Source: an optimization exercise on an open RTL-to-GDS flow (aim: small area). Production flows keep margins and buffers that such runs may drop. Where RTL was checked, it was by simulation tests only, not by an equivalence proof against the original. The RTL of runs 1 to 3 was laid out without a check of its function. Power is estimated from default activity; no workload was simulated.

`flow/design.v`:
```
package rename_pkg;
	typedef enum logic [3:0] {
		ALU_ADD      = 4'h0,
		ALU_SUB      = 4'h1,
		ALU_AND      = 4'h2,
		ALU_OR       = 4'h3,
		ALU_XOR      = 4'h4,
		ALU_SLT      = 4'h5,
		ALU_SLL      = 4'h6,
		ALU_SRL      = 4'h7,
		ALU_PASS_IMM = 4'h8   
	} alu_op_e;
	typedef enum logic [1:0] {
		MEM_NONE  = 2'b00,
		MEM_READ  = 2'b01,
		MEM_WRITE = 2'b10
	} mem_action_e;
	localparam int IMM_WIDTH = 32;
endpackage
`timescale 1ns/1ps
module free_list #(
	parameter int NUM_ARCH_REGS = 32,
	parameter int NUM_PHYS_REGS = 64
) (
	input  logic                             clk,
	input  logic                             rst_n,
	input  logic                             alloc,
	output logic [$clog2(NUM_PHYS_REGS)-1:0] alloc_tag,
	input  logic                             release_en,
	input  logic [$clog2(NUM_PHYS_REGS)-1:0] release_tag,
	output logic [$clog2(NUM_PHYS_REGS)-1:0] tail_tag
);
	localparam int TAG_W = $clog2(NUM_PHYS_REGS);
	localparam int DEPTH = NUM_PHYS_REGS - NUM_ARCH_REGS;
	localparam int PTR_W = $clog2(DEPTH);
	logic [TAG_W-1:0] tags [DEPTH];
	logic [PTR_W-1:0] head;
	logic [PTR_W-1:0] tail;
	logic             head_wrapped;
	logic             tail_wrapped;
	logic [DEPTH-1:0] head_sel, tail_sel;
	logic [TAG_W-1:0] head_slot, tail_slot;
	always_comb begin
		head_sel  = '0;
		tail_sel  = '0;
		head_slot = '0;
		tail_slot = '0;
		head_sel[head] = 1'b1;
		tail_sel[tail] = 1'b1;
		for (int i = 0; i < DEPTH; i++) begin
			head_slot |= {TAG_W{head_sel[i]}} & tags[i];
			tail_slot |= {TAG_W{tail_sel[i]}} & tags[i];
		end
	end
	assign alloc_tag = head_wrapped ? head_slot : TAG_W'(NUM_ARCH_REGS) + TAG_W'(head);
	assign tail_tag  = tail_wrapped ? tail_slot : TAG_W'(NUM_ARCH_REGS) + TAG_W'(tail);
	always_ff @(posedge clk or negedge rst_n) begin
		if (!rst_n) begin
			head         <= '0;
			tail         <= '0;
			head_wrapped <= 1'b0;
			tail_wrapped <= 1'b0;
		end else begin
			if (alloc) begin
				head <= head + 1'b1;
				if (head == PTR_W'(DEPTH - 1)) head_wrapped <= 1'b1;
			end
			if (release_en) begin
				tail <= tail + 1'b1;
				if (tail == PTR_W'(DEPTH - 1)) tail_wrapped <= 1'b1;
			end
		end
	end
	always_ff @(posedge clk) begin
		if (release_en) tags[tail] <= release_tag;
	end
endmodule
`timescale 1ns/1ps
module rename_map #(
	parameter int NUM_ARCH_REGS = 32,
	parameter int NUM_PHYS_REGS = 64
) (
	input  logic                             clk,
	input  logic                             rst_n,
	input  logic [$clog2(NUM_ARCH_REGS)-1:0] rs_addr,
	input  logic [$clog2(NUM_ARCH_REGS)-1:0] rt_addr,
	input  logic [$clog2(NUM_ARCH_REGS)-1:0] rw_addr,
	output logic [$clog2(NUM_PHYS_REGS)-1:0] rs_tag,
	output logic [$clog2(NUM_PHYS_REGS)-1:0] rt_tag,
	output logic [$clog2(NUM_PHYS_REGS)-1:0] old_tag,
	input  logic                             map_we,
	input  logic [$clog2(NUM_ARCH_REGS)-1:0] map_waddr,
	input  logic [$clog2(NUM_PHYS_REGS)-1:0] map_wtag
);
	localparam int ARCH_W = $clog2(NUM_ARCH_REGS);
	localparam int TAG_W  = $clog2(NUM_PHYS_REGS);
	logic [TAG_W-1:0] map [NUM_ARCH_REGS];
	logic [NUM_ARCH_REGS-1:0] rs_sel, rt_sel, rw_sel;
	always_comb begin
		rs_sel = '0;
		rt_sel = '0;
		rw_sel = '0;
		rs_sel[rs_addr] = 1'b1;
		rt_sel[rt_addr] = 1'b1;
		rw_sel[rw_addr] = 1'b1;
		rs_tag  = '0;
		rt_tag  = '0;
		old_tag = '0;
		for (int i = 1; i < NUM_ARCH_REGS; i++) begin
			rs_tag  |= {TAG_W{rs_sel[i]}} & map[i];
			rt_tag  |= {TAG_W{rt_sel[i]}} & map[i];
			old_tag |= {TAG_W{rw_sel[i]}} & map[i];
		end
	end
	always_ff @(posedge clk or negedge rst_n) begin
		if (!rst_n) begin
			for (int i = 1; i < NUM_ARCH_REGS; i++) begin
				map[i] <= TAG_W'(i);   
			end
		end else if (map_we && (map_waddr != ARCH_W'(0))) begin
			map[map_waddr] <= map_wtag;
		end
	end
endmodule
`timescale 1ns/1ps
module instr_queue #(
	parameter int NUM_PHYS_REGS    = 64,
	parameter int INSTR_QUEUE_SIZE = 16
) (
	input  logic                             clk,
	input  logic                             rst_n,
	input  logic                             push,
	input  rename_pkg::alu_op_e                          ent_alu_op,
	input  rename_pkg::mem_action_e                      ent_mem_action,
	input  logic [rename_pkg::IMM_WIDTH-1:0]             ent_immediate,
	input  logic [$clog2(NUM_PHYS_REGS)-1:0] ent_rs_phys,
	input  logic [$clog2(NUM_PHYS_REGS)-1:0] ent_rt_phys,
	input  logic [$clog2(NUM_PHYS_REGS)-1:0] ent_old_rd_phys,
	input  logic                             ent_has_rd,
	input  logic [$clog2(NUM_PHYS_REGS)-1:0] head_rd_tag,
	output logic                             full,
	output logic                             iq_valid,
	input  logic                             iq_ready,
	output rename_pkg::alu_op_e                          iq_alu_op,
	output rename_pkg::mem_action_e                      iq_mem_action,
	output logic [rename_pkg::IMM_WIDTH-1:0]             iq_immediate,
	output logic [$clog2(NUM_PHYS_REGS)-1:0] iq_rs_phys,
	output logic [$clog2(NUM_PHYS_REGS)-1:0] iq_rt_phys,
	output logic [$clog2(NUM_PHYS_REGS)-1:0] iq_rd_phys,
	output logic [$clog2(NUM_PHYS_REGS)-1:0] iq_old_rd_phys,
	output logic                             iq_has_rd,
	output logic                             release_en,
	output logic [$clog2(NUM_PHYS_REGS)-1:0] release_tag
);
	localparam int TAG_W = $clog2(NUM_PHYS_REGS);
	localparam int PTR_W = $clog2(INSTR_QUEUE_SIZE);
	rename_pkg::alu_op_e              q_alu_op      [INSTR_QUEUE_SIZE];
	rename_pkg::mem_action_e          q_mem_action  [INSTR_QUEUE_SIZE];
	logic [rename_pkg::IMM_WIDTH-1:0] q_immediate   [INSTR_QUEUE_SIZE];
	logic [TAG_W-1:0]     q_rs_phys     [INSTR_QUEUE_SIZE];
	logic [TAG_W-1:0]     q_rt_phys     [INSTR_QUEUE_SIZE];
	logic [TAG_W-1:0]     q_old_rd_phys [INSTR_QUEUE_SIZE];
	logic                 q_has_rd      [INSTR_QUEUE_SIZE];
	logic [PTR_W-1:0] head;
	logic [PTR_W-1:0] tail;
	logic             empty;
	logic             do_push;
	logic             do_pop;
	assign iq_valid = !empty;
	assign do_push  = push && !full;
	assign do_pop   = iq_valid && iq_ready;
	logic [INSTR_QUEUE_SIZE-1:0] head_sel;
	always_comb begin
		head_sel       = '0;
		head_sel[head] = 1'b1;
		iq_alu_op      = rename_pkg::alu_op_e'('0);
		iq_mem_action  = rename_pkg::mem_action_e'('0);
		iq_immediate   = '0;
		iq_rs_phys     = '0;
		iq_rt_phys     = '0;
		iq_old_rd_phys = '0;
		iq_has_rd      = 1'b0;
		for (int i = 0; i < INSTR_QUEUE_SIZE; i++) begin
			iq_alu_op      = rename_pkg::alu_op_e'(iq_alu_op | ({4{head_sel[i]}} & q_alu_op[i]));
			iq_mem_action  = rename_pkg::mem_action_e'(iq_mem_action | ({2{head_sel[i]}} & q_mem_action[i]));
			iq_immediate   |= {rename_pkg::IMM_WIDTH{head_sel[i]}} & q_immediate[i];
			iq_rs_phys     |= {TAG_W{head_sel[i]}} & q_rs_phys[i];
			iq_rt_phys     |= {TAG_W{head_sel[i]}} & q_rt_phys[i];
			iq_old_rd_phys |= {TAG_W{head_sel[i]}} & q_old_rd_phys[i];
			iq_has_rd      |= head_sel[i] & q_has_rd[i];
		end
	end
	assign iq_rd_phys = iq_has_rd ? head_rd_tag : '0;
	assign release_en  = do_pop && iq_has_rd;
	assign release_tag = iq_old_rd_phys;
	always_ff @(posedge clk) begin
		if (do_push) begin
			q_alu_op[tail]      <= ent_alu_op;
			q_mem_action[tail]  <= ent_mem_action;
			q_immediate[tail]   <= ent_immediate;
			q_rs_phys[tail]     <= ent_rs_phys;
			q_rt_phys[tail]     <= ent_rt_phys;
			q_old_rd_phys[tail] <= ent_old_rd_phys;
			q_has_rd[tail]      <= ent_has_rd;
		end
	end
	always_ff @(posedge clk or negedge rst_n) begin
		if (!rst_n) begin
			head  <= '0;
			tail  <= '0;
			empty <= 1'b1;
			full  <= 1'b0;
		end else begin
			if (do_push)
				tail <= tail + 1'b1;
			if (do_pop)
				head <= head + 1'b1;
			if (do_push && !do_pop) begin
				empty <= 1'b0;
				full  <= (tail + 1'b1 == head);
			end else if (do_pop && !do_push) begin
				full  <= 1'b0;
				empty <= (head + 1'b1 == tail);
			end
		end
	end
endmodule
`timescale 1ns/1ps
module rename_stage #(
	parameter int NUM_ARCH_REGS = 32,
	parameter int NUM_PHYS_REGS = 64
) (
	input  logic                             dec_valid,
	output logic                             dec_ready,
	input  rename_pkg::alu_op_e                          dec_alu_op,
	input  rename_pkg::mem_action_e                      dec_mem_action,
	input  logic [rename_pkg::IMM_WIDTH-1:0]             dec_immediate,
	input  logic                             uses_rs,
	input  logic                             uses_rt,
	input  logic                             uses_rw,
	input  logic [$clog2(NUM_ARCH_REGS)-1:0] rw_addr,
	input  logic [$clog2(NUM_PHYS_REGS)-1:0] rs_tag,
	input  logic [$clog2(NUM_PHYS_REGS)-1:0] rt_tag,
	input  logic [$clog2(NUM_PHYS_REGS)-1:0] old_tag,
	output logic                             map_we,
	output logic [$clog2(NUM_ARCH_REGS)-1:0] map_waddr,
	output logic [$clog2(NUM_PHYS_REGS)-1:0] map_wtag,
	output logic                             alloc,
	input  logic [$clog2(NUM_PHYS_REGS)-1:0] alloc_tag,
	input  logic                             full,
	output logic                             push,
	output rename_pkg::alu_op_e                          ent_alu_op,
	output rename_pkg::mem_action_e                      ent_mem_action,
	output logic [rename_pkg::IMM_WIDTH-1:0]             ent_immediate,
	output logic [$clog2(NUM_PHYS_REGS)-1:0] ent_rs_phys,
	output logic [$clog2(NUM_PHYS_REGS)-1:0] ent_rt_phys,
	output logic [$clog2(NUM_PHYS_REGS)-1:0] ent_old_rd_phys,
	output logic                             ent_has_rd
);
	logic needs_alloc;
	logic accept;
	assign needs_alloc = uses_rw && (rw_addr != '0);
	assign dec_ready = !full;
	assign accept    = dec_valid && dec_ready;
	assign alloc     = accept && needs_alloc;
	assign map_we    = alloc;
	assign map_waddr = rw_addr;
	assign map_wtag  = alloc_tag;
	assign push            = accept;
	assign ent_alu_op      = dec_alu_op;
	assign ent_mem_action  = dec_mem_action;
	assign ent_immediate   = dec_immediate;
	assign ent_rs_phys     = uses_rs ? rs_tag : '0;      
	assign ent_rt_phys     = uses_rt ? rt_tag : '0;
	assign ent_old_rd_phys = needs_alloc ? old_tag : '0;   
	assign ent_has_rd      = needs_alloc;
endmodule
`timescale 1ns/1ps
module rename_unit #(
	parameter int NUM_ARCH_REGS    = 32,
	parameter int NUM_PHYS_REGS    = 64,
	parameter int INSTR_QUEUE_SIZE = 16
) (
	input  logic                             clk,
	input  logic                             rst_n,
	input  logic                             dec_valid,
	output logic                             dec_ready,
	input  rename_pkg::alu_op_e                          dec_alu_op,
	input  rename_pkg::mem_action_e                      dec_mem_action,
	input  logic [rename_pkg::IMM_WIDTH-1:0]             dec_immediate,
	input  logic                             uses_rs,
	input  logic [$clog2(NUM_ARCH_REGS)-1:0] rs_addr,
	input  logic                             uses_rt,
	input  logic [$clog2(NUM_ARCH_REGS)-1:0] rt_addr,
	input  logic                             uses_rw,
	input  logic [$clog2(NUM_ARCH_REGS)-1:0] rw_addr,
	output logic                             iq_valid,
	input  logic                             iq_ready,
	output rename_pkg::alu_op_e                          iq_alu_op,
	output rename_pkg::mem_action_e                      iq_mem_action,
	output logic [rename_pkg::IMM_WIDTH-1:0]             iq_immediate,
	output logic [$clog2(NUM_PHYS_REGS)-1:0] iq_rs_phys,
	output logic [$clog2(NUM_PHYS_REGS)-1:0] iq_rt_phys,
	output logic [$clog2(NUM_PHYS_REGS)-1:0] iq_rd_phys,
	output logic [$clog2(NUM_PHYS_REGS)-1:0] iq_old_rd_phys,
	output logic                             iq_has_rd
);
	localparam int ARCH_W = $clog2(NUM_ARCH_REGS);
	localparam int TAG_W  = $clog2(NUM_PHYS_REGS);
	logic [TAG_W-1:0]  rs_tag, rt_tag, old_tag;
	logic              map_we;
	logic [ARCH_W-1:0] map_waddr;
	logic [TAG_W-1:0]  map_wtag;
	logic              alloc, release_en;
	logic [TAG_W-1:0]  alloc_tag, release_tag, head_rd_tag;
	logic              full, push, ent_has_rd;
	rename_pkg::alu_op_e           ent_alu_op;
	rename_pkg::mem_action_e       ent_mem_action;
	logic [rename_pkg::IMM_WIDTH-1:0] ent_immediate;
	logic [TAG_W-1:0]  ent_rs_phys, ent_rt_phys, ent_old_rd_phys;
	rename_stage #(.NUM_ARCH_REGS(NUM_ARCH_REGS), .NUM_PHYS_REGS(NUM_PHYS_REGS)) u_stage (
		.dec_valid, .dec_ready, .dec_alu_op, .dec_mem_action, .dec_immediate,
		.uses_rs, .uses_rt, .uses_rw, .rw_addr,
		.rs_tag, .rt_tag, .old_tag, .map_we, .map_waddr, .map_wtag,
		.alloc, .alloc_tag,
		.full, .push, .ent_alu_op, .ent_mem_action, .ent_immediate,
		.ent_rs_phys, .ent_rt_phys, .ent_old_rd_phys, .ent_has_rd
	);
	rename_map #(.NUM_ARCH_REGS(NUM_ARCH_REGS), .NUM_PHYS_REGS(NUM_PHYS_REGS)) u_map (
		.clk, .rst_n, .rs_addr, .rt_addr, .rw_addr,
		.rs_tag, .rt_tag, .old_tag, .map_we, .map_waddr, .map_wtag
	);
	free_list #(.NUM_ARCH_REGS(NUM_ARCH_REGS), .NUM_PHYS_REGS(NUM_PHYS_REGS)) u_free (
		.clk, .rst_n, .alloc, .alloc_tag, .release_en, .release_tag,
		.tail_tag(head_rd_tag)
	);
	instr_queue #(.NUM_PHYS_REGS(NUM_PHYS_REGS), .INSTR_QUEUE_SIZE(INSTR_QUEUE_SIZE)) u_iq (
		.clk, .rst_n, .push, .ent_alu_op, .ent_mem_action, .ent_immediate,
		.ent_rs_phys, .ent_rt_phys, .ent_old_rd_phys, .ent_has_rd, .head_rd_tag,
		.full, .iq_valid, .iq_ready, .iq_alu_op, .iq_mem_action, .iq_immediate,
		.iq_rs_phys, .iq_rt_phys, .iq_rd_phys, .iq_old_rd_phys, .iq_has_rd,
		.release_en, .release_tag
	);
endmodule
```
`flow/run.sh`:
```
#!/bin/bash
# synth_recipe.tcl (not shown) runs the flow's synth.tcl, then flattens the netlist and writes it again
# the make line also repeats each setting of config.mk as NAME=value (left out here)
make -C /OpenROAD-flow-scripts/flow DESIGN_CONFIG=/design/flow/config.mk WORK_HOME=/design/flow/orfs CLKGATE_MAP_FILE= SYNTH_SCRIPT=/design/flow/synth_recipe.tcl finish
```
`flow/config.mk`:
```
export PLATFORM = sky130hd
export DESIGN_NAME = rename_unit
export DESIGN_NICKNAME = rename_unit
export VERILOG_FILES = /design/flow/design.v
export SDC_FILE = /design/flow/constraint.sdc
export NUM_CORES = 4
export LEC_CHECK = 0
export CAP_MARGIN = 20
export CORE_MARGIN = 2
export CORE_UTILIZATION = 70
export SLEW_MARGIN = 20
```
`flow/constraint.sdc`:
```
create_clock -name core_clock -period 4.5 [get_ports {clk}]
set_input_delay 0.9000 -clock core_clock [delete_from_list [all_inputs] [get_ports {clk}]]
set_output_delay 0.9000 -clock core_clock [all_outputs]
set_load 0.01 [all_outputs]
```
==> impl_metrics.py, run 1 <==
metrics = {
    "run_status": {
        "status": "stopped before the end",
        "failing_step": "global routing",
        "error_line": "[ERROR GRT-0232] Routing congestion too high. Check the congestion heatmap in the GUI.",
    },
    "cts": {
        "cts_hold_buf": 0,
        "h-tree-depth": 3,
        "cts_buffers": 118,
        "root_buffer": "clkbuf_16",
        "clock_path_buffers": 3,
        "cts_sinks": 1312,
    },
    "placement": {
        "placed_cells": 5247,
        "gp_congestion": 1.21,
        "place_ws_ps": -19.8,
        "placed_area_mm2": 0.0603,
        "io_buffers": 124,
        "hpwl_mm": 136,
    },
    "synth": {
        "syn-mean-instance-area_um2": 13.8,
        "syn-cell-area_mm2": 0.0559,
        "ys_seq_area_share_pct": 68.8,
        "syn_inst": 4062,
        "synth_edf_count": 1104,
        "synth.distinct_cells": 94,
        "netlist_top_cells_area": "edfxtp_1, dfrtp_1, dfstp_2",
        "syn-num-nets": 4155,
        "ys_warn_count": 4,
        "synth-seq-cells": 1312,
        "synth_top_area_share_pct": 59.3,
        "async_flop_share_pct": 15.9,
        "synth_flop_cell": "edfxtp_1",
        "synth_top_cell_by_area": "edfxtp_1",
    },
    "floorplanning": {
        "die_y_um": 287,
        "rows": 103,
        "die_w_um": 287,
        "initial_core_util_pct": 70.8,
        "ios": 125,
    },
    "sta": {
        "worst_endpoint": "iq_immediate[29]",
        "worst-ep-kind": "top-level output",
    },
    "global_route": {
        "grt_antenna_before_repair": 26,
        "gr-total-overflow": 15,
        "grt_max_degree": 102,
        "grt.total_usage_pct": 83.8,
    },
}
## Yosys cell counts (45+ instances only)
cell type  count
a22oi_1      203
a221oi_1     104
edfxtp_1    1104
dfstp_2       81
nand4_1       87
a222oi_1     166
nand2_1      435
a32oi_1       45
nor2_1       177
mux2_2        94
dfrtp_1      127
clkbuf_1     194
a22o_1        89
nor3_1        47
nand3_1      175
o21ai_1       52
o21ai_0       85
a21oi_1      119
## cells by family after synthesis
| group | after synthesis | synth area share [%] |
|---|---|---|
| compound gates | 1103 | 15.2 |
| xor+xnor | 39 | 0.624 |
| fa+ha+maj | 33 | 0.739 |
| buf+inv | 310 | 2.35 |
| flops | 1312 | 68.8 |
| mux | 124 | 2.46 |
| simple gates | 1141 | 9.86 |
## per-layer routing
metal  track usage [%]  overflow
met5              58.1         0
met3              77.6         4
met4              76.3         5
met2              92.7         5
met1              85.7         1
## timing repair
item                                    in CTS
setup buffers                               57
endpoints found under the setup margin      63
cloned                                       4
pin swaps                                   93
resized for setup                          284
## through the flow
stage	total power [mW]	utilization [%]
after CTS	46.4	82.9
after detailed placement	34.4	76.4
after global placement	33.6	76.4
after floorplan	25.3	-
## worst min-delay path by stage
stage / to / slack (ps) / startpoint / cells past startpoint
detailed placement: u_map.map[7][2] / 500 / u_map.map[7][2] / 2
CTS: u_free.tail[3] / 350 / rst_n / 1
floorplan: u_iq.full / 450 / u_iq.full / 2
global placement: u_iq.full / 480 / u_iq.full / 2
## power groups by stage
stage / clock, mW / sequential (mW) / combinational [mW]
CTS: 10.6 / 17.4 / 18.4
detailed placement: 0 / 17.5 / 16.9
global placement: 0 / 17.4 / 16.3
floorplan: 0 / 16.6 / 8.66
==> inputs of run 2 (changes only) <==
--- a/flow/design.v
+++ b/flow/design.v
@@ -136,7 +136,6 @@
 	input  logic [$clog2(NUM_PHYS_REGS)-1:0] ent_rs_phys,
 	input  logic [$clog2(NUM_PHYS_REGS)-1:0] ent_rt_phys,
 	input  logic [$clog2(NUM_PHYS_REGS)-1:0] ent_old_rd_phys,
-	input  logic                             ent_has_rd,
 	input  logic [$clog2(NUM_PHYS_REGS)-1:0] head_rd_tag,
 	output logic                             full,
 	output logic                             iq_valid,
@@ -160,7 +159,6 @@
 	logic [TAG_W-1:0]     q_rs_phys     [INSTR_QUEUE_SIZE];
 	logic [TAG_W-1:0]     q_rt_phys     [INSTR_QUEUE_SIZE];
 	logic [TAG_W-1:0]     q_old_rd_phys [INSTR_QUEUE_SIZE];
-	logic                 q_has_rd      [INSTR_QUEUE_SIZE];
 	logic [PTR_W-1:0] head;
 	logic [PTR_W-1:0] tail;
 	logic             empty;
@@ -179,7 +177,6 @@
 		iq_rs_phys     = '0;
 		iq_rt_phys     = '0;
 		iq_old_rd_phys = '0;
-		iq_has_rd      = 1'b0;
 		for (int i = 0; i < INSTR_QUEUE_SIZE; i++) begin
 			iq_alu_op      = rename_pkg::alu_op_e'(iq_alu_op | ({4{head_sel[i]}} & q_alu_op[i]));
 			iq_mem_action  = rename_pkg::mem_action_e'(iq_mem_action | ({2{head_sel[i]}} & q_mem_action[i]));
@@ -187,9 +184,9 @@
 			iq_rs_phys     |= {TAG_W{head_sel[i]}} & q_rs_phys[i];
 			iq_rt_phys     |= {TAG_W{head_sel[i]}} & q_rt_phys[i];
 			iq_old_rd_phys |= {TAG_W{head_sel[i]}} & q_old_rd_phys[i];
-			iq_has_rd      |= head_sel[i] & q_has_rd[i];
 		end
 	end
+	assign iq_has_rd  = |iq_old_rd_phys;
 	assign iq_rd_phys = iq_has_rd ? head_rd_tag : '0;
 	assign release_en  = do_pop && iq_has_rd;
 	assign release_tag = iq_old_rd_phys;
@@ -201,7 +198,6 @@
 			q_rs_phys[tail]     <= ent_rs_phys;
 			q_rt_phys[tail]     <= ent_rt_phys;
 			q_old_rd_phys[tail] <= ent_old_rd_phys;
-			q_has_rd[tail]      <= ent_has_rd;
 		end
 	end
 	always_ff @(posedge clk or negedge rst_n) begin
@@ -254,8 +250,7 @@
 	output logic [rename_pkg::IMM_WIDTH-1:0]             ent_immediate,
 	output logic [$clog2(NUM_PHYS_REGS)-1:0] ent_rs_phys,
 	output logic [$clog2(NUM_PHYS_REGS)-1:0] ent_rt_phys,
-	output logic [$clog2(NUM_PHYS_REGS)-1:0] ent_old_rd_phys,
-	output logic                             ent_has_rd
+	output logic [$clog2(NUM_PHYS_REGS)-1:0] ent_old_rd_phys
 );
 	logic needs_alloc;
 	logic accept;
@@ -273,7 +268,6 @@
 	assign ent_rs_phys     = uses_rs ? rs_tag : '0;      
 	assign ent_rt_phys     = uses_rt ? rt_tag : '0;
 	assign ent_old_rd_phys = needs_alloc ? old_tag : '0;   
-	assign ent_has_rd      = needs_alloc;
 endmodule
 `timescale 1ns/1ps
 module rename_unit #(
@@ -313,7 +307,7 @@
 	logic [TAG_W-1:0]  map_wtag;
 	logic              alloc, release_en;
 	logic [TAG_W-1:0]  alloc_tag, release_tag, head_rd_tag;
-	logic              full, push, ent_has_rd;
+	logic              full, push;
 	rename_pkg::alu_op_e           ent_alu_op;
 	rename_pkg::mem_action_e       ent_mem_action;
 	logic [rename_pkg::IMM_WIDTH-1:0] ent_immediate;
@@ -324,7 +318,7 @@
 		.rs_tag, .rt_tag, .old_tag, .map_we, .map_waddr, .map_wtag,
 		.alloc, .alloc_tag,
 		.full, .push, .ent_alu_op, .ent_mem_action, .ent_immediate,
-		.ent_rs_phys, .ent_rt_phys, .ent_old_rd_phys, .ent_has_rd
+		.ent_rs_phys, .ent_rt_phys, .ent_old_rd_phys
 	);
 	rename_map #(.NUM_ARCH_REGS(NUM_ARCH_REGS), .NUM_PHYS_REGS(NUM_PHYS_REGS)) u_map (
 		.clk, .rst_n, .rs_addr, .rt_addr, .rw_addr,
@@ -336,7 +330,7 @@
 	);
 	instr_queue #(.NUM_PHYS_REGS(NUM_PHYS_REGS), .INSTR_QUEUE_SIZE(INSTR_QUEUE_SIZE)) u_iq (
 		.clk, .rst_n, .push, .ent_alu_op, .ent_mem_action, .ent_immediate,
-		.ent_rs_phys, .ent_rt_phys, .ent_old_rd_phys, .ent_has_rd, .head_rd_tag,
+		.ent_rs_phys, .ent_rt_phys, .ent_old_rd_phys, .head_rd_tag,
 		.full, .iq_valid, .iq_ready, .iq_alu_op, .iq_mem_action, .iq_immediate,
 		.iq_rs_phys, .iq_rt_phys, .iq_rd_phys, .iq_old_rd_phys, .iq_has_rd,
 		.release_en, .release_tag
--- a/flow/config.mk
+++ b/flow/config.mk
@@ -7,5 +7,5 @@
 export LEC_CHECK = 0
 export CAP_MARGIN = 20
 export CORE_MARGIN = 2
-export CORE_UTILIZATION = 70
+export CORE_UTILIZATION = 55
 export SLEW_MARGIN = 20
==> impl_metrics.py, run 2 <==
metrics = {
    "sta": {
        "rsz0062_at_grt": "yes",
        "hold_viol": 0,
        "drv_slew": 0,
        "worst_slack_ps": -216,
        "period_minus_slack_ps": 4720,
        "tightest_slew_ps": 1230,
        "holdWs_ps": 286,
        "setup_tns_ps": -1660,
        "fmax_ghz": 0.212,
        "relSlewSlack_pct": 17.1,
        "fin_skew_ps": 37.6,
        "post-route-period-util_pct": 105,
        "finalSetupViolCount": 15,
    },
    "synth": {
        "async_flop_share_pct": 16.0,
        "synth-seq-cells": 1296,
        "syn_inst": 4055,
        "ys_warn_count": 4,
        "synthTopCellsByCount": "edfxtp_1, nand2_1, a22oi_1",
        "synth_top_cell_by_area": "edfxtp_1",
        "yosysMostFrequentCell": "edfxtp_1",
        "netlist_top_cells_area": "edfxtp_1, dfrtp_1, dfstp_2",
        "syn-mean-instance-area_um2": 13.7,
        "synth_edf_count": 1088,
        "synth_flop_cell": "edfxtp_1",
        "syn-num-nets": 4148,
        "synth.distinct_cells": 92,
        "synth_top_area_share_pct": 58.8,
        "ys_seq_area_share_pct": 68.4,
        "syn-cell-area_mm2": 0.0555,
    },
    "pwr": {
        "total_power_mw": 50.4,
        "seq_power_share_pct": 34.9,
        "p_leak_nw": 23.3,
        "power_density_mw_per_mm2": 750,
        "p_int_mw": 30.0,
        "switching_share_pct": 40.6,
        "peakVddDrop_mv": 0.558,
        "power.switching_mw": 20.5,
        "pwr-share-comb_pct": 42.9,
        "pwr-share-clk_pct": 22.3,
    },
    "run_status": {
        "so.violations": "setup timing",
        "status": "finished with violations",
    },
    "cells_and_area": {
        "top_regs": "u_iq.q_immediate: 512 flops, u_free.tags: 192 flops, u_map.map: 186 flops",
        "syn_to_final_growth_pct": 21.2,
        "layout_commonest_cell": "edfxtp_1",
        "largest_reg_flops": 512,
        "nNetsFinal": 4595,
        "final_layout_size_suffix_gt1_share_pct": 22.8,
        "layout_common_cells": "edfxtp_1, nand2_1, buf_4, a22oi_1, nand3_1",
        "max_flop_register": "u_iq.q_immediate",
        "stdcell_count": 5905,
    },
    "floorplanning": {
        "die_y_um": 322,
        "rows": 116,
        "die_w_um": 322,
        "core_mm2": 0.100,
        "ios": 125,
        "dieArea_mm2": 0.104,
        "initial_core_util_pct": 55.4,
    },
    "critical_path": {
        "required_ps": 3600,
        "critical_path_arrival_ps": 3820,
        "critPathMaxStageDelay_ps": 390,
        "reg2reg_slack_ps": 100,
        "worstPathMaxFanout": 17,
        "crit_path_top_delay_cell": "dfrtp_1",
        "endpoint": "iq_rd_phys[4]",
        "rr_endpoint": "u_free.tags[31][4]",
        "worstSetupStartpoint": "u_iq.head[1]",
        "r2r-start": "u_iq.head[1]",
        "path_buf_inv": 5,
        "r2r_cells": 14,
        "crit_family": "compound AO/OA/AOI/OAI gates",
        "crit_path_start_kind": "register",
        "cp_cell_sequence": "inv_2 -> buf_4 -> ha_4 -> buf_4 -> a22oi_1 -> nor3_1 -> a211oi_1 -> o2111ai_2 -> a211oi_2 -> nor3b_4 -> and3_4 -> buf_6 -> a211oi_2 -> buf_2",
        "path_class": "register to output pin",
        "critical_path_depth": 14,
        "end_kind": "output pin",
    },
    "cts": {
        "cts.reportedPaths.clkPinSlew_ps": 60,
        "cts_sinks": 1296,
        "cts_tree": "built",
        "root_buffer": "clkbuf_16",
        "insertion_delay_ps": 770,
        "cts_buffers": 131,
        "h-tree-depth": 4,
        "clock_path_buffers": 3,
    },
    "global_route": {
        "gr-total-overflow": 0,
        "grt_antenna_before_repair": 6,
        "grt.total_usage_pct": 43.4,
        "grt_pass1_wl_mm": 318,
        "grt_pass1_vias": 43000,
        "grt_max_degree": 101,
    },
    "routing": {
        "wl_per_cell_um": 38.8,
        "vias_per_cell": 7.55,
        "dr_total_vias": 44600,
        "drt_wl_total_mm": 229,
        "first_pass_iters": 8,
        "drc": 0,
        "drt-initial-drc-count": 7648,
        "drtAntennaViolNets": 0,
    },
    "worst_hold_path": {
        "min_path_type": "input port to asynchronous set/reset pin",
    },
    "flow_run": {
        "drv_cap": 0,
    },
    "placement": {
        "placed_cells": 5579,
        "gp_congestion": 1.04,
        "io_buffers": 124,
        "hpwl_mm": 141,
    },
}
-- run 2: how the worst min path moves through the flow --
stage,from,endpoint,slack (ps)
after CTS,rst_n,u_iq.head[1],280
after global routing,rst_n,u_map.map[12][4],340
after floorplan,u_iq.full,u_iq.full,450
after global placement,u_iq.full,u_iq.full,480
after detailed placement,u_iq.full,u_iq.full,470
final,rst_n,u_map.map[26][2],290
-- run 2: final cells by class --
class / instances / area (um2)
fillers: 6702 / 32900
multi-input cells: 2439 / 17200
repair buffers: 587 / 5960
clock buffers: 171 / 3520
clock inverters: 66 / 830
inverters: 47 / 183
diodes: 1 / 2.50
well taps: 1298 / 1620
flip-flops and latches: 1296 / 38000
-- run 2: cells by family after synthesis --
logic type               Yosys count  share of synthesized area [%]
AO/OA/AOI/OAI                   1162                           16.1
XOR/XNOR                          36                          0.581
adder cells (fa/ha/maj)           33                          0.744
buffers and inverters            321                           2.40
flip-flops                      1296                           68.4
multiplexers                     125                           2.48
AND/OR/NAND/NOR                 1082                           9.33
-- run 2: through the flow --
stage                     utilization (%)  instance area [um2]  setup WS (ps)
after CTS                            66.9                67000           -169
after global routing                 67.2                67300           -279
final                                67.2                67300           -216
after detailed placement             61.1                61200           -241
after global placement               61.0                61100           -147
after floorplan                         -                55600           19.2
-- run 2: power by group through the flow --
stage / Combinational, mW / Sequential [mW] / Clock, mW
floorplan: 9.36 / 16.6 / 0
global placement: 18.7 / 17.6 / 0
detailed placement: 19.1 / 17.6 / 0
CTS: 20.6 / 17.4 / 11.1
global route: 22.2 / 17.6 / 11.6
finish: 21.6 / 17.6 / 11.2
-- run 2: metal layers --
| layer | vias up | GRT usage [%] | part of all wire [%] |
|---|---|---|---|
| met2 | 4415 | 67.9 | 45 |
| met4 | 4 | 25.1 | 7.3 |
| met3 | 992 | 11.5 | 13 |
| met5 | - | 0 | 0.013 |
| met1 | 21900 | 54.8 | 34 |
| li1 | 17300 | - | - |
-- run 2: timing repair --
action / in CTS / in global routing
pin swaps: 75 / 55
cloned: 15 / 3
endpoints found under the setup margin: 63 / 59
resized for setup: 318 / 113
setup buffers: 60 / 20
hold buffers: 0 / 0
-- run 2: worst register-to-register path, delay by kind of cell (launching register included) --
| kind | cells | cell delay [ps] |
|---|---|---|
| buf+inv | 5 | 800 |
| compound gates | 2 | 240 |
| fa+ha+maj | 1 | 210 |
| flops | 1 | 410 |
| simple gates | 6 | 2320 |
==> inputs of run 3 (changes only) <==
--- a/flow/design.v
+++ b/flow/design.v
@@ -19,8 +19,9 @@
 endpackage
 `timescale 1ns/1ps
 module free_list #(
-	parameter int NUM_ARCH_REGS = 32,
-	parameter int NUM_PHYS_REGS = 64
+	parameter int NUM_ARCH_REGS    = 32,
+	parameter int NUM_PHYS_REGS    = 64,
+	parameter int INSTR_QUEUE_SIZE = 16
 ) (
 	input  logic                             clk,
 	input  logic                             rst_n,
@@ -30,49 +31,48 @@
 	input  logic [$clog2(NUM_PHYS_REGS)-1:0] release_tag,
 	output logic [$clog2(NUM_PHYS_REGS)-1:0] tail_tag
 );
-	localparam int TAG_W = $clog2(NUM_PHYS_REGS);
-	localparam int DEPTH = NUM_PHYS_REGS - NUM_ARCH_REGS;
-	localparam int PTR_W = $clog2(DEPTH);
-	logic [TAG_W-1:0] tags [DEPTH];
-	logic [PTR_W-1:0] head;
-	logic [PTR_W-1:0] tail;
-	logic             head_wrapped;
-	logic             tail_wrapped;
-	logic [DEPTH-1:0] head_sel, tail_sel;
-	logic [TAG_W-1:0] head_slot, tail_slot;
+	localparam int TAG_W  = $clog2(NUM_PHYS_REGS);
+	localparam int DEPTH  = NUM_PHYS_REGS - NUM_ARCH_REGS;
+	localparam int PTR_W  = $clog2(DEPTH);
+	localparam int INF_W  = $clog2(INSTR_QUEUE_SIZE + 1);
+	logic [TAG_W-1:0] ring [DEPTH];
+	logic [PTR_W-1:0] released;        
+	logic             released_wrap;   
+	logic [INF_W-1:0] in_flight;       
+	logic [INSTR_QUEUE_SIZE:0] alloc_sel;
+	logic [TAG_W-1:0]          alloc_slot;
+	logic [PTR_W:0]            alloc_index;
 	always_comb begin
-		head_sel  = '0;
-		tail_sel  = '0;
-		head_slot = '0;
-		tail_slot = '0;
-		head_sel[head] = 1'b1;
-		tail_sel[tail] = 1'b1;
-		for (int i = 0; i < DEPTH; i++) begin
-			head_slot |= {TAG_W{head_sel[i]}} & tags[i];
-			tail_slot |= {TAG_W{tail_sel[i]}} & tags[i];
+		alloc_sel            = '0;
+		alloc_sel[in_flight] = 1'b1;
+		alloc_slot           = '0;
+		for (int i = 0; i <= INSTR_QUEUE_SIZE; i++) begin
+			alloc_slot |= {TAG_W{alloc_sel[i]}} & ring[i];
 		end
 	end
-	assign alloc_tag = head_wrapped ? head_slot : TAG_W'(NUM_ARCH_REGS) + TAG_W'(head);
-	assign tail_tag  = tail_wrapped ? tail_slot : TAG_W'(NUM_ARCH_REGS) + TAG_W'(tail);
+	assign alloc_index = (PTR_W + 1)'(released) + (PTR_W + 1)'(in_flight);
+	assign alloc_tag   = (released_wrap || alloc_index[PTR_W]) ? alloc_slot
+	                   : TAG_W'(NUM_ARCH_REGS) + TAG_W'(alloc_index[PTR_W-1:0]);
+	assign tail_tag    = released_wrap ? ring[0] : TAG_W'(NUM_ARCH_REGS) + TAG_W'(released);
 	always_ff @(posedge clk or negedge rst_n) begin
 		if (!rst_n) begin
-			head         <= '0;
-			tail         <= '0;
-			head_wrapped <= 1'b0;
-			tail_wrapped <= 1'b0;
+			released      <= '0;
+			released_wrap <= 1'b0;
+			in_flight     <= '0;
 		end else begin
-			if (alloc) begin
-				head <= head + 1'b1;
-				if (head == PTR_W'(DEPTH - 1)) head_wrapped <= 1'b1;
-			end
 			if (release_en) begin
-				tail <= tail + 1'b1;
-				if (tail == PTR_W'(DEPTH - 1)) tail_wrapped <= 1'b1;
+				released <= released + 1'b1;
+				if (released == PTR_W'(DEPTH - 1)) released_wrap <= 1'b1;
 			end
+			if (alloc && !release_en) in_flight <= in_flight + 1'b1;
+			if (release_en && !alloc) in_flight <= in_flight - 1'b1;
 		end
 	end
 	always_ff @(posedge clk) begin
-		if (release_en) tags[tail] <= release_tag;
+		if (release_en) begin
+			for (int i = 0; i < DEPTH - 1; i++) ring[i] <= ring[i + 1];
+			ring[DEPTH - 1] <= release_tag;
+		end
 	end
 endmodule
 `timescale 1ns/1ps
@@ -324,7 +324,8 @@
 		.clk, .rst_n, .rs_addr, .rt_addr, .rw_addr,
 		.rs_tag, .rt_tag, .old_tag, .map_we, .map_waddr, .map_wtag
 	);
-	free_list #(.NUM_ARCH_REGS(NUM_ARCH_REGS), .NUM_PHYS_REGS(NUM_PHYS_REGS)) u_free (
+	free_list #(.NUM_ARCH_REGS(NUM_ARCH_REGS), .NUM_PHYS_REGS(NUM_PHYS_REGS),
+		.INSTR_QUEUE_SIZE(INSTR_QUEUE_SIZE)) u_free (
 		.clk, .rst_n, .alloc, .alloc_tag, .release_en, .release_tag,
 		.tail_tag(head_rd_tag)
 	);
==> impl_metrics.py, run 3 <==
metrics = {
    "cells_and_area": {
        "syn_to_final_growth_pct": 23.5,
        "post-route-util_pct": 68.4,
        "top_regs": "u_iq.q_immediate: 512 flops, u_free.ring: 192 flops, u_map.map: 186 flops",
        "nFillCells": 5903,
        "final_layout_size_suffix_gt1_share_pct": 26.1,
        "nNetsFinal": 3977,
        "layout_commonest_cell": "edfxtp_1",
        "max_flop_register": "u_iq.q_immediate",
        "largest_reg_flops": 512,
        "stdcell_count": 5233,
        "layout_common_cells": "edfxtp_1, a22oi_1, buf_4, nand2_1, o21ai_0",
        "n_antenna_cell": 0,
    },
    "run_status": {
        "so.violations": "setup timing",
        "status": "finished with violations",
    },
    "critical_path": {
        "critical_path_arrival_ps": 3860,
        "worstPathMaxFanout": 8,
        "r2r_cells": 22,
        "crit_path_start_kind": "register",
        "path_class": "register to output pin",
        "end_kind": "output pin",
        "required_ps": 3600,
    },
    "synth": {
        "syn_inst": 3349,
        "synth_top_area_share_pct": 63.3,
        "syn-cell-area_mm2": 0.0516,
        "async_flop_share_pct": 16.0,
        "synth-seq-cells": 1295,
        "syn-num-nets": 3448,
        "syn-mean-instance-area_um2": 15.4,
        "ys_seq_area_share_pct": 73.5,
        "synth_edf_count": 1088,
        "netlist_top_cells_area": "edfxtp_1, dfrtp_1, a22oi_1",
        "yosysMostFrequentCell": "edfxtp_1",
        "ys_warn_count": 5,
        "synth_top_cell_by_area": "edfxtp_1",
        "synthTopCellsByCount": "edfxtp_1, a22oi_1, nand2_1",
        "synth_flop_cell": "edfxtp_1",
        "synth.distinct_cells": 79,
    },
    "floorplanning": {
        "die_w_um": 310,
        "core_mm2": 0.0932,
        "die_y_um": 310,
        "initial_core_util_pct": 55.4,
        "dieArea_mm2": 0.0964,
        "rows": 112,
        "ios": 125,
    },
    "sta": {
        "fmax_ghz": 0.210,
        "fin_skew_ps": 43.7,
        "tightest_slew_ps": 1290,
        "relSlewSlack_pct": 12.0,
        "post-route-period-util_pct": 106,
        "period_minus_slack_ps": 4760,
        "holdWs_ps": 173,
        "finalSetupViolCount": 48,
        "drv_slew": 0,
        "worst_slack_ps": -264,
        "hold_viol": 0,
        "rsz0062_at_grt": "yes",
    },
    "pwr": {
        "switching_share_pct": 37.7,
        "seq_power_share_pct": 41.0,
        "peakVddDrop_mv": 0.805,
        "power.switching_mw": 17.7,
        "p_leak_nw": 22.1,
        "p_int_mw": 29.2,
        "pwr-share-comb_pct": 35.5,
        "pwr-share-clk_pct": 23.5,
        "power_density_mw_per_mm2": 735,
    },
    "cts": {
        "root_buffer": "clkbuf_16",
        "clock_path_buffers": 3,
        "h-tree-depth": 4,
        "cts.reportedPaths.clkPinSlew_ps": 60,
        "insertion_delay_ps": 770,
        "cts_sinks": 1295,
        "cts_hold_buf": 0,
        "cts_tree": "built",
        "cts_buffers": 131,
    },
    "routing": {
        "first_pass_iters": 8,
        "drt_wl_total_mm": 201,
        "drt-initial-drc-count": 6967,
        "drtAntennaViolNets": 0,
        "dr_total_vias": 37900,
        "vias_per_cell": 7.24,
        "wl_per_cell_um": 38.4,
        "drc": 0,
    },
    "global_route": {
        "grt_pass1_wl_mm": 270,
        "grt_pass1_vias": 36100,
        "grt_max_degree": 197,
        "grt.total_usage_pct": 40.3,
        "gr-total-overflow": 0,
        "grt_antenna_before_repair": 1,
    },
    "placement": {
        "placed_cells": 4856,
        "hpwl_mm": 114,
        "io_buffers": 124,
        "gp_congestion": 1.10,
    },
    "flow_run": {
        "drv_cap": 0,
    },
    "worst_hold_path": {
        "min_path_type": "input port to asynchronous set/reset pin",
    },
}
==> run 3: kinds of logic after synthesis <==
kind of cell | Yosys count | share of synthesized area (%)
simple gates | 698 | 6.64
flops | 1295 | 73.5
compound gates | 980 | 14.6
fa+ha+maj | 39 | 0.974
mux | 91 | 1.96
xor+xnor | 32 | 0.543
buf+inv | 214 | 1.74
==> run 3: final cells by class <==
type,count,area (um2),share of cell area (%)
Timing Repair Buffer,563,5830,9.14
Clock inverter,50,564,0.885
Clock buffer,184,3710,5.81
Inverter,47,181,0.285
Tap cell,1254,1570,2.46
Multi-Input combinational cell,1840,14000,21.9
Sequential cell,1295,38000,59.5
==> run 3: path summary, 6_finish.rpt <==
check | startpoint | endpoint | slack (ps)
max reg2reg | u_iq.head[1] | u_free.in_flight[4] | 140
min in group core_clock | u_free.ring[18][5] | u_free.ring[17][5] | 410
max | u_iq.head[1] | iq_rt_phys[4] | -260
min | rst_n | u_map.map[24][0] | 170
max in group asynchronous | rst_n | u_map.map[23][5] | 3240
min reg2reg | u_free.ring[18][5] | u_free.ring[17][5] | 410
==> run 3: routing by layer <==
metal  part of all wire [%]  vias up  track usage (%)
li1                       -    14800                -
met1                     35    18900             52.5
met2                     45     3364             61.7
met3                     12      799             9.95
met4                    7.5        2             23.9
met5                 0.0060        -                0
==> run 3: power groups by stage <==
| stage | clock [mW] | combinational (mW) | sequential (mW) |
|---|---|---|---|
| after floorplan | 0 | 7.67 | 17.9 |
| after global placement | 0 | 14.1 | 19.0 |
| after global routing | 11.5 | 17.3 | 19.2 |
| after CTS | 10.9 | 15.4 | 19.0 |
| after detailed placement | 0 | 14.4 | 19.1 |
| final | 11.0 | 16.6 | 19.2 |
==> run 3: worst max-delay path, stage by stage, from the launching register on <==
cell      delay [ps]
dfrtp_2          450
inv_4            100
ha_4             200
buf_6            130
or2_4            120
o21ai_4           70
buf_6            130
buf_6            110
a21o_4           210
and2_4           220
buf_6            130
a22o_1           180
a221oi_2         150
and3_1           180
nand4_1          380
buf_2            300
==> run 3: what timing repair did <==
action                                  CTS  global route
pin swaps                                66           125
buffers inserted                         88            48
endpoints found under the setup margin   64            61
endpoints found under the hold margin     0             0
gates cloned                             17             4
resized for setup                       362           182
==> run 3: stage by stage <==
step                worst slack [ps]  total power [mW]  TNS (ps)  area (um2)
floorplan                      -2840              25.5   -315640       51800
global placement                -259              33.1    -11350       56800
detailed placement              -207              33.5     -8960       56800
CTS                             -241              45.3     -3390       62700
global route                    -371              48.0     -9140       63800
finish                          -264              46.9     -4990       63800
==> inputs of run 4 (changes only) <==
--- a/flow/design.v
+++ b/flow/design.v
@@ -159,18 +159,17 @@
 	logic [TAG_W-1:0]     q_rs_phys     [INSTR_QUEUE_SIZE];
 	logic [TAG_W-1:0]     q_rt_phys     [INSTR_QUEUE_SIZE];
 	logic [TAG_W-1:0]     q_old_rd_phys [INSTR_QUEUE_SIZE];
-	logic [PTR_W-1:0] head;
-	logic [PTR_W-1:0] tail;
-	logic             empty;
-	logic             do_push;
-	logic             do_pop;
-	assign iq_valid = !empty;
+	localparam int CNT_W = $clog2(INSTR_QUEUE_SIZE + 1);
+	logic [INSTR_QUEUE_SIZE-1:0] head_sel;   
+	logic [PTR_W-1:0]            tail;
+	logic [CNT_W-1:0]            count;
+	logic                        do_push;
+	logic                        do_pop;
+	assign full     = (count == CNT_W'(INSTR_QUEUE_SIZE));
+	assign iq_valid = (count != '0);
 	assign do_push  = push && !full;
 	assign do_pop   = iq_valid && iq_ready;
-	logic [INSTR_QUEUE_SIZE-1:0] head_sel;
 	always_comb begin
-		head_sel       = '0;
-		head_sel[head] = 1'b1;
 		iq_alu_op      = rename_pkg::alu_op_e'('0);
 		iq_mem_action  = rename_pkg::mem_action_e'('0);
 		iq_immediate   = '0;
@@ -202,22 +201,16 @@
 	end
 	always_ff @(posedge clk or negedge rst_n) begin
 		if (!rst_n) begin
-			head  <= '0;
-			tail  <= '0;
-			empty <= 1'b1;
-			full  <= 1'b0;
+			head_sel <= INSTR_QUEUE_SIZE'(1);
+			tail     <= '0;
+			count    <= '0;
 		end else begin
 			if (do_push)
 				tail <= tail + 1'b1;
 			if (do_pop)
-				head <= head + 1'b1;
-			if (do_push && !do_pop) begin
-				empty <= 1'b0;
-				full  <= (tail + 1'b1 == head);
-			end else if (do_pop && !do_push) begin
-				full  <= 1'b0;
-				empty <= (head + 1'b1 == tail);
-			end
+				head_sel <= {head_sel[INSTR_QUEUE_SIZE-2:0], head_sel[INSTR_QUEUE_SIZE-1]};
+			if (do_push && !do_pop) count <= count + 1'b1;
+			if (do_pop && !do_push) count <= count - 1'b1;
 		end
 	end
 endmodule
--- a/flow/config.mk
+++ b/flow/config.mk
@@ -8,4 +8,6 @@
 export CAP_MARGIN = 20
 export CORE_MARGIN = 2
 export CORE_UTILIZATION = 55
+export CTS_CLUSTER_DIAMETER = 120
+export CTS_CLUSTER_SIZE = 30
 export SLEW_MARGIN = 20
==> impl_metrics.py, run 4 <==
metrics = {
    "run_status": {
        "status": "complete, no violations",
    },
    "floorplanning": {
        "dieArea_mm2": 0.0996,
        "core_mm2": 0.0964,
        "die_y_um": 316,
        "rows": 114,
        "die_w_um": 316,
        "initial_core_util_pct": 55.4,
        "ios": 125,
    },
    "critical_path": {
        "path_class": "register to output pin",
        "critical_path_arrival_ps": 3510,
        "required_ps": 3600,
        "r2r-start": "u_free.in_flight[1]",
        "worstPathMaxFanout": 43,
        "crit_path_start_kind": "register",
        "reg2reg_slack_ps": 260,
        "rr_endpoint": "u_map.map[2][0]",
        "r2r_cells": 10,
        "end_kind": "output pin",
    },
    "routing": {
        "drt-initial-drc-count": 5283,
        "route.met2.wl_mm": 88.1,
        "wl_per_cell_um": 36.2,
        "wl_met3_mm": 17.3,
        "drc": 0,
        "dr_total_vias": 37100,
        "drtAntennaViolNets": 0,
        "met1_length_mm": 71.8,
        "highest_layer": "met5",
        "drt_wl_total_mm": 188,
        "first_pass_iters": 7,
        "vias_per_cell": 7.13,
    },
    "sta": {
        "post-route-period-util_pct": 98.1,
        "fmax_ghz": 0.227,
        "drv_slew": 0,
        "period_minus_slack_ps": 4410,
        "fin_skew_ps": 49.6,
        "setup_tns_ps": 0,
        "tightest_slew_ps": 1070,
        "finalSetupViolCount": 0,
        "hold_viol": 0,
        "relSlewSlack_pct": 29.0,
    },
    "global_route": {
        "gr-total-overflow": 0,
        "grt_pass1_vias": 35100,
        "grt.total_usage_pct": 37.3,
        "grt_max_degree": 197,
        "grt_antenna_before_repair": 3,
        "grt_pass1_wl_mm": 263,
    },
    "synth": {
        "synth_top_area_share_pct": 61.2,
        "synth_top_cell_by_area": "edfxtp_1",
        "syn-cell-area_mm2": 0.0534,
        "async_flop_share_pct": 16.9,
        "syn-mean-instance-area_um2": 14.5,
        "netlist_top_cells_area": "edfxtp_1, dfrtp_1, a22o_1",
        "syn-num-nets": 3783,
        "yosysMostFrequentCell": "edfxtp_1",
        "synth-seq-cells": 1310,
        "ys_warn_count": 5,
        "syn_inst": 3684,
        "synth_flop_cell": "edfxtp_1",
        "ys_seq_area_share_pct": 71.8,
        "synth.distinct_cells": 86,
        "synthTopCellsByCount": "edfxtp_1, nand2_1, a22o_1",
        "synth_edf_count": 1088,
    },
    "cts": {
        "cts_tree": "built",
        "cts_buffers": 53,
        "h-tree-depth": 2,
        "clock_path_buffers": 3,
        "insertion_delay_ps": 720,
        "cts.reportedPaths.clkPinSlew_ps": 120,
        "root_buffer": "clkbuf_16",
        "cts_sinks": 1310,
    },
    "cells_and_area": {
        "final_layout_size_suffix_gt1_share_pct": 13.9,
        "layout_common_cells": "edfxtp_1, nand2_1, a22o_1, a221oi_1, buf_4",
        "largest_reg_flops": 512,
        "syn_to_final_growth_pct": 11.7,
        "top_regs": "u_iq.q_immediate: 512 flops, u_free.ring: 192 flops, u_map.map: 186 flops",
        "nNetsFinal": 3971,
        "layout_commonest_cell": "edfxtp_1",
        "post-route-util_pct": 61.8,
        "max_flop_register": "u_iq.q_immediate",
    },
    "worst_hold_path": {
        "min_path_type": "input port to asynchronous set/reset pin",
    },
    "pwr": {
        "p_leak_nw": 20.4,
        "peakVddDrop_mv": 0.528,
        "power_density_mw_per_mm2": 429,
    },
    "flow_run": {
        "drv_cap": 0,
    },
    "placement": {
        "hpwl_mm": 121,
        "io_buffers": 124,
        "gp_congestion": 1.04,
    },
}
-- run 4: cell count changes after synthesis, moves of 41 or more --
cell / delta
a22oi_1: -300
a221oi_1: +130
a22o_1: +128
nand2_1: +121
a21oi_1: +75
clkbuf_1: +65
nand3_1: +60
nor2_1: -53
o21ai_0: +47
a222oi_1: -44
mux2_2: -41
-- run 4: stage by stage --
step	std cells	hold WS [ps]	power (mW)	cell area [um2]	setup WS, ps
floorplan	3684	400	17.2	53400	-1280
global placement	5069	400	19.5	57700	41.3
detailed placement	5069	405	19.6	57700	97.8
CTS	5176	247	25.5	59500	17.1
global route	5194	268	26.2	59600	-15.5
finish	5195	215	25.6	59600	87.7
-- run 4: cell families (layout without fill, tap and decap cells) --
family          Yosys count  in the layout  synth area share, %
fa+ha+maj                39             39                0.956
simple gates            798            798                 7.00
other cells               0              2                    0
compound gates         1130           1130                 16.2
xor+xnor                 30             30                0.492
buf+inv                 318            551                 2.37
flops                  1310           1310                 71.8
mux                      59             59                 1.18
-- run 4: how the worst max path moves through the flow --
stage / startpoint / end / slack (ps)
2_1_floorplan: u_iq.head_sel[0] / u_free.in_flight[4] / -1280
3_3_place_gp: rw_addr[0] / u_iq.q_old_rd_phys[11][5] / 40
3_5_place_dp: rs_addr[2] / u_iq.q_rs_phys[0][1] / 100
4_1_cts: u_iq.head_sel[14] / iq_rd_phys[5] / 20
5_1_grt: u_iq.head_sel[10] / iq_rd_phys[5] / -20
6_report: u_iq.head_sel[0] / iq_rs_phys[2] / 90
-- run 4: timing repair --
| item | CTS | global route |
|---|---|---|
| pin swaps | 3 | 2 |
| hold buffers | 0 | 0 |
| resized for setup | 1 | 1 |
| setup endpoints to repair | 7 | 7 |
| gates cloned | 0 | 0 |
| buffers inserted | 7 | 17 |
-- run 4: where the power goes --
part | internal (mW) | switching [mW]
clock | 2.35 | 3.75
combinational | 1.16 | 2.78
sequential | 14.4 | 1.14
-- run 4: critical path, stage by stage, from the launching register on --
cell	delay [ps]
dfstp_4	790
buf_4	690
a22o_1	270
a221oi_1	50
nand4_1	310
clkdlybuf4s50_1	620
-- run 4: layout make-up --
type                    count  area, um2
well taps                1276       1600
multi-input cells        2056      14000
flip-flops and latches   1310      38400
clock inverters            11        218
clock buffers              89       1460
diodes                      2       5.00
repair buffers            388       3740
inverters                  63        236
fillers                  7059      36800
-- run 4: per-layer routing --
metal	track usage (%)	vias up
met4	18.5	2
met2	59.2	2475
met1	50.6	19000
met3	5.76	505
met5	0	-
li1	-	15100
==> inputs of run 5 (changes only) <==
--- a/flow/config.mk
+++ b/flow/config.mk
@@ -8,6 +8,6 @@
 export CAP_MARGIN = 20
 export CORE_MARGIN = 2
 export CORE_UTILIZATION = 55
-export CTS_CLUSTER_DIAMETER = 120
-export CTS_CLUSTER_SIZE = 30
+export CTS_CLUSTER_DIAMETER = 100
+export CTS_CLUSTER_SIZE = 24
 export SLEW_MARGIN = 20
==> impl_metrics.py, run 5 <==
metrics = {
    "placement": {
        "gp_congestion": 1.04,
        "hpwl_mm": 121,
        "placed_cells": 5069,
        "io_buffers": 124,
    },
    "pwr": {
        "p_leak_nw": 20.6,
        "peakVddDrop_mv": 0.471,
        "total_power_mw": 26.3,
        "power_density_mw_per_mm2": 438,
    },
    "cts": {
        "insertion_delay_ps": 690,
        "clock_path_buffers": 3,
        "cts_tree": "built",
        "cts_sinks": 1310,
        "cts_buffers": 67,
        "root_buffer": "clkbuf_16",
        "cts_hold_buf": 0,
        "h-tree-depth": 3,
        "cts.reportedPaths.clkPinSlew_ps": 100,
    },
    "worst_hold_path": {
        "min_path_type": "input port to asynchronous set/reset pin",
    },
    "cells_and_area": {
        "syn_to_final_growth_pct": 12.2,
        "stdcell_count": 5201,
        "layout_commonest_cell": "edfxtp_1",
        "top_regs": "u_iq.q_immediate: 512 flops, u_free.ring: 192 flops, u_map.map: 186 flops",
        "nNetsFinal": 3981,
        "layout_common_cells": "edfxtp_1, nand2_1, a22o_1, a221oi_1, buf_4",
        "post-route-util_pct": 62.1,
        "largest_reg_flops": 512,
        "nFillCells": 7035,
        "final_layout_size_suffix_gt1_share_pct": 14.2,
        "max_flop_register": "u_iq.q_immediate",
    },
    "critical_path": {
        "end_kind": "output pin",
        "r2r-start": "u_free.in_flight[1]",
        "required_ps": 3600,
        "worstSetupStartpoint": "u_iq.head_sel[0]",
        "path_class": "register to output pin",
        "worstPathMaxFanout": 43,
        "critical_path_arrival_ps": 3520,
        "crit_path_start_kind": "register",
    },
    "routing": {
        "drt-initial-drc-count": 5366,
        "vias_per_cell": 7.13,
        "drtAntennaViolNets": 0,
        "drc": 0,
        "first_pass_iters": 9,
        "dr_total_vias": 37100,
        "wl_per_cell_um": 36.1,
        "drt_wl_total_mm": 188,
    },
    "synth": {
        "syn-num-nets": 3783,
        "syn-mean-instance-area_um2": 14.5,
        "synth_top_cell_by_area": "edfxtp_1",
        "ys_warn_count": 5,
        "synth-seq-cells": 1310,
        "synthTopCellsByCount": "edfxtp_1, nand2_1, a22o_1",
        "synth_edf_count": 1088,
        "syn_inst": 3684,
        "async_flop_share_pct": 16.9,
        "syn-cell-area_mm2": 0.0534,
        "ys_seq_area_share_pct": 71.8,
        "synth_top_area_share_pct": 61.2,
        "netlist_top_cells_area": "edfxtp_1, dfrtp_1, a22o_1",
        "synth.distinct_cells": 86,
        "yosysMostFrequentCell": "edfxtp_1",
        "synth_flop_cell": "edfxtp_1",
    },
    "sta": {
        "hold_viol": 0,
        "fin_skew_ps": 41.5,
        "fmax_ghz": 0.226,
        "post-route-period-util_pct": 98.2,
        "drv_slew": 0,
        "setup_tns_ps": 0,
        "finalSetupViolCount": 0,
        "period_minus_slack_ps": 4420,
        "relSlewSlack_pct": 29.3,
        "tightest_slew_ps": 1060,
    },
    "floorplanning": {
        "core_mm2": 0.0964,
        "die_w_um": 316,
        "dieArea_mm2": 0.0996,
        "die_y_um": 316,
        "ios": 125,
        "initial_core_util_pct": 55.4,
        "rows": 114,
    },
    "global_route": {
        "grt.total_usage_pct": 37.4,
        "grt_pass1_wl_mm": 263,
        "grt_pass1_vias": 35300,
        "gr-total-overflow": 0,
        "grt_max_degree": 197,
        "grt_antenna_before_repair": 7,
    },
    "run_status": {
        "status": "complete, no violations",
    },
    "flow_run": {
        "drv_cap": 0,
    },
}
## run 5: logic make-up (layout without fill, tap and decap cells)
kind of cell,after synthesis,count (layout),synth area share (%)
other,0,3,0
xor gates and xnor gates,30,30,0.492
and+or+nand+nor,798,798,7.00
muxes,59,59,1.18
buffers and inverters,318,556,2.37
AOI/OAI and AO/OA,1130,1130,16.2
adders and majority gates,39,39,0.956
DFF,1310,1310,71.8
## run 5: timing repair
| item | CTS | global route |
|---|---|---|
| setup endpoints to repair | 7 | 7 |
| buffers inserted | 5 | 15 |
| pin swaps | 1 | 3 |
| resized for setup | 0 | 1 |
## run 5: worst max-delay path, stage by stage (launching register included)
cell,delay [ps]
dfstp_4,790
buf_4,710
a22o_1,280
a221oi_1,50
nand4_1,340
clkdlybuf4s50_1,630
## run 5: routing by layer
layer / part of all wire (%) / GRT usage, %
met1: 38 / 50.1
met2: 47 / 59.1
met3: 9.5 / 7.25
met4: 5.8 / 18.8
met5: 0.012 / 0
## run 5: path summary, 6_finish.rpt
check | endpoint | slack, ps | cells past startpoint
min reg2reg | u_free.ring[26][0] | 420 | 0
min in group core_clock | u_free.ring[26][0] | 420 | 0
max | iq_rs_phys[2] | 80 | 5
min | u_map.map[3][4] | 240 | 1
max in group asynchronous | u_map.map[30][3] | 3220 | 2
max reg2reg | u_map.map[11][2] | 350 | 8
## run 5: final cells by class
type                    count  area (um2)  area share (%)
diodes                      3        7.51          0.0125
clock buffers              98        1870            3.12
clock inverters            11         156           0.261
inverters                  63         236           0.395
multi-input cells        2056       14000            23.3
flip-flops and latches   1310       38400            64.1
well taps                1276        1600            2.67
repair buffers            384        3700            6.17
## run 5: where the power goes
part           switching (mW)  internal, mW
sequential               1.14          14.4
combinational            2.78          1.16
clock                    3.82          2.97
## run 5: stage by stage
stage	worst slack [ps]	hold slack, ps	instance area, um2
floorplan	-1280	400	53400
finish	79.8	237	59900
CTS	13.3	257	59800
global route	-60.6	265	59900
detailed placement	97.8	405	57700
global placement	41.3	400	57700
==> inputs of run 6 (changes only) <==
--- a/flow/config.mk
+++ b/flow/config.mk
@@ -5,9 +5,9 @@
 export SDC_FILE = /design/flow/constraint.sdc
 export NUM_CORES = 4
 export LEC_CHECK = 0
-export CAP_MARGIN = 20
+export CAP_MARGIN = 0
 export CORE_MARGIN = 2
 export CORE_UTILIZATION = 55
 export CTS_CLUSTER_DIAMETER = 100
 export CTS_CLUSTER_SIZE = 24
-export SLEW_MARGIN = 20
+export SLEW_MARGIN = 0
==> impl_metrics.py, run 6 <==
metrics = {
    "synth": {
        "ys_seq_area_share_pct": 71.8,
        "async_flop_share_pct": 16.9,
        "synth_edf_count": 1088,
        "syn-cell-area_mm2": 0.0534,
        "synth_top_area_share_pct": 61.2,
        "yosysMostFrequentCell": "edfxtp_1",
        "netlist_top_cells_area": "edfxtp_1, dfrtp_1, a22o_1",
        "synth.distinct_cells": 86,
        "syn_inst": 3684,
        "ys_warn_count": 5,
        "synth-seq-cells": 1310,
        "synth_flop_cell": "edfxtp_1",
        "syn-mean-instance-area_um2": 14.5,
        "syn-num-nets": 3783,
        "synthTopCellsByCount": "edfxtp_1, nand2_1, a22o_1",
        "synth_top_cell_by_area": "edfxtp_1",
    },
    "routing": {
        "dr_total_vias": 37000,
        "drc": 0,
        "wl_per_cell_um": 36.1,
        "route.met2.wl_mm": 88.1,
        "wl_met3_mm": 17.9,
        "vias_per_cell": 7.12,
        "first_pass_iters": 6,
        "met1_length_mm": 71.1,
        "drt_wl_total_mm": 188,
        "drt-initial-drc-count": 5369,
        "drtAntennaViolNets": 0,
        "highest_layer": "met5",
    },
    "global_route": {
        "grt_max_degree": 197,
        "grt_pass1_vias": 35300,
        "grt_pass1_wl_mm": 263,
        "grt.total_usage_pct": 37.4,
        "grt_antenna_before_repair": 7,
        "gr-total-overflow": 0,
    },
    "cts": {
        "root_buffer": "clkbuf_16",
        "cts_sinks": 1310,
        "insertion_delay_ps": 690,
        "cts_hold_buf": 0,
        "cts_buffers": 67,
        "h-tree-depth": 3,
        "clock_path_buffers": 3,
        "cts.reportedPaths.clkPinSlew_ps": 90,
        "cts_tree": "built",
    },
    "cells_and_area": {
        "top_regs": "u_iq.q_immediate: 512 flops, u_free.ring: 192 flops, u_map.map: 186 flops",
        "largest_reg_flops": 512,
        "stdcell_count": 5202,
        "nNetsFinal": 3981,
        "layout_common_cells": "edfxtp_1, nand2_1, a22o_1, a221oi_1, buf_4",
        "max_flop_register": "u_iq.q_immediate",
        "layout_commonest_cell": "edfxtp_1",
        "syn_to_final_growth_pct": 12.2,
        "final_layout_size_suffix_gt1_share_pct": 14.2,
        "post-route-util_pct": 62.1,
        "nFillCells": 7034,
    },
    "floorplanning": {
        "core_mm2": 0.0964,
        "rows": 114,
        "ios": 125,
        "die_y_um": 316,
        "die_w_um": 316,
        "dieArea_mm2": 0.0996,
        "initial_core_util_pct": 55.4,
    },
    "critical_path": {
        "critical_path_arrival_ps": 3530,
        "required_ps": 3600,
        "path_class": "register to output pin",
        "crit_path_start_kind": "register",
        "worstPathMaxFanout": 43,
        "end_kind": "output pin",
    },
    "sta": {
        "period_minus_slack_ps": 4430,
        "finalSetupViolCount": 0,
        "post-route-period-util_pct": 98.4,
        "tightest_slew_ps": 1340,
        "fin_skew_ps": 39.4,
        "drv_slew": 0,
        "relSlewSlack_pct": 9.84,
        "fmax_ghz": 0.226,
        "hold_viol": 0,
    },
    "placement": {
        "gp_congestion": 1.04,
        "hpwl_mm": 121,
        "placed_cells": 5069,
        "io_buffers": 124,
    },
    "flow_run": {
        "drv_cap": 0,
    },
    "run_status": {
        "status": "complete, no violations",
    },
    "pwr": {
        "peakVddDrop_mv": 0.471,
        "power_density_mw_per_mm2": 438,
        "p_leak_nw": 20.6,
    },
    "worst_hold_path": {
        "min_path_type": "input port to asynchronous set/reset pin",
    },
}
-- run 6: changes by cell type in the layout (fill, tap and decap cells not counted) --
cell	change
o311ai_1	-1
diode_2	+1
o311ai_0	+1
-- run 6: power by group --
group	total (mW)	internal, mW	leakage [nW]	switching, mW
combinational	3.94	1.16	6.63	2.78
clock	6.79	2.97	0.972	3.82
sequential	15.5	14.4	13.0	1.14
total	26.3	18.5	20.6	7.74
-- run 6: worst max-delay path, cell delays in order, from the launching register on --
cell and delay [ps]:
dfstp_4 790, buf_4 700, a22o_1 280, a221oi_1 50, nand4_1 350, clkdlybuf4s50_1 630
-- run 6: through the flow --
step / setup slack (ps) / setup TNS [ps] / instance area [um2] / hold slack (ps) / power (mW)
after floorplan: -1280 / -25270 / 53400 / 400 / 17.2
after global placement: 41.3 / 0 / 57700 / 400 / 19.5
after detailed placement: 97.8 / 0 / 57700 / 405 / 19.6
after CTS: 13.3 / 0 / 59800 / 257 / 26.2
after global routing: -60.6 / -171 / 59900 / 265 / 26.9
final: 74.1 / 0 / 59900 / 242 / 26.3
-- run 6: what timing repair did --
| action | CTS | global route |
|---|---|---|
| gates resized for setup | 0 | 1 |
| pin swaps | 1 | 3 |
| cloned | 0 | 0 |
| endpoints found under the setup margin | 7 | 7 |
| endpoints found under the hold margin | 0 | 0 |
| setup buffers | 5 | 15 |
-- run 6: cells by family (layout without fill, tap and decap cells) --
| family | count (synthesis) | after routing | share of synthesized area, % |
|---|---|---|---|
| adder cells (fa/ha/maj) | 39 | 39 | 0.956 |
| flip-flops | 1310 | 1310 | 71.8 |
| AO/OA/AOI/OAI | 1130 | 1130 | 16.2 |
| multiplexers | 59 | 59 | 1.18 |
| buffers and inverters | 318 | 556 | 2.37 |
| AND/OR/NAND/NOR | 798 | 798 | 7.00 |
| other | 0 | 4 | 0 |
| XOR/XNOR | 30 | 30 | 0.492 |
-- run 6: final timing paths --
path / start / endpoint / slack [ps] / cells past startpoint
worst min-delay path: rst_n / u_map.map[3][4] / 240 / 1
worst max-delay path: u_iq.head_sel[0] / iq_rs_phys[2] / 70 / 5
worst min register to register: u_free.ring[27][0] / u_free.ring[26][0] / 420 / 0
worst max register to register: u_free.in_flight[1] / u_map.map[11][2] / 350 / 8
min in group core_clock: u_free.ring[27][0] / u_free.ring[26][0] / 420 / 0
max in group asynchronous: rst_n / u_map.map[30][3] / 3220 / 2
-- run 6: per-layer routing --
layer	GRT usage, %	up-vias
met5	0	-
met4	18.8	4
met2	59.1	2469
li1	-	15100
met1	50.1	18900
met3	7.25	503
-- run 6: final cells by class --
cell class	count	area [um2]	share of cell area, %
Sequential cell	1310	38400	64.1
Multi-Input combinational cell	2056	14000	23.3
Timing Repair Buffer	384	3700	6.17
Clock buffer	98	1870	3.12
Tap cell	1276	1600	2.67
Inverter	63	236	0.395
Clock inverter	11	156	0.261
Antenna cell	4	10.0	0.0167

==> re-timing with driven ports <==
No port has a modelled driver above. Below, the same layouts with a new extraction and two added sets of constraints. Step 1 assumes that a clkbuf_16 drives the clock port and a buf_2 every other input. Step 2 adds t to the input delays and takes it off the output delays; t is the mean of the earliest and latest rising clock arrival at the registers after step 1. Input paths then give back, and output paths get back, about the clock's delay inside the block. a / b / c = no drivers / after step 1 / after step 2; a / b = the first two.
run | shift t [ns] | setup slack, ns | worst setup path at the end
run 2 | 0.825 | -0.216 / -0.287 / -0.436 | input to register
run 3 | 0.834 | -0.264 / -0.342 / -0.455 | input to register
run 4 | 0.776 | 0.088 / 0.014 / -0.113 | input to register
run 5 | 0.746 | 0.080 / 0.006 / -0.070 | input to register
run 6 | 0.746 | 0.074 / 0.000 / -0.050 | input to register
Met with ideal ports but missed after step 2: setup timing in run 4, run 5 and run 6. The setup slack of run 2, which loses most, moves by -0.071 ns with the drivers and by -0.220 ns with both steps.
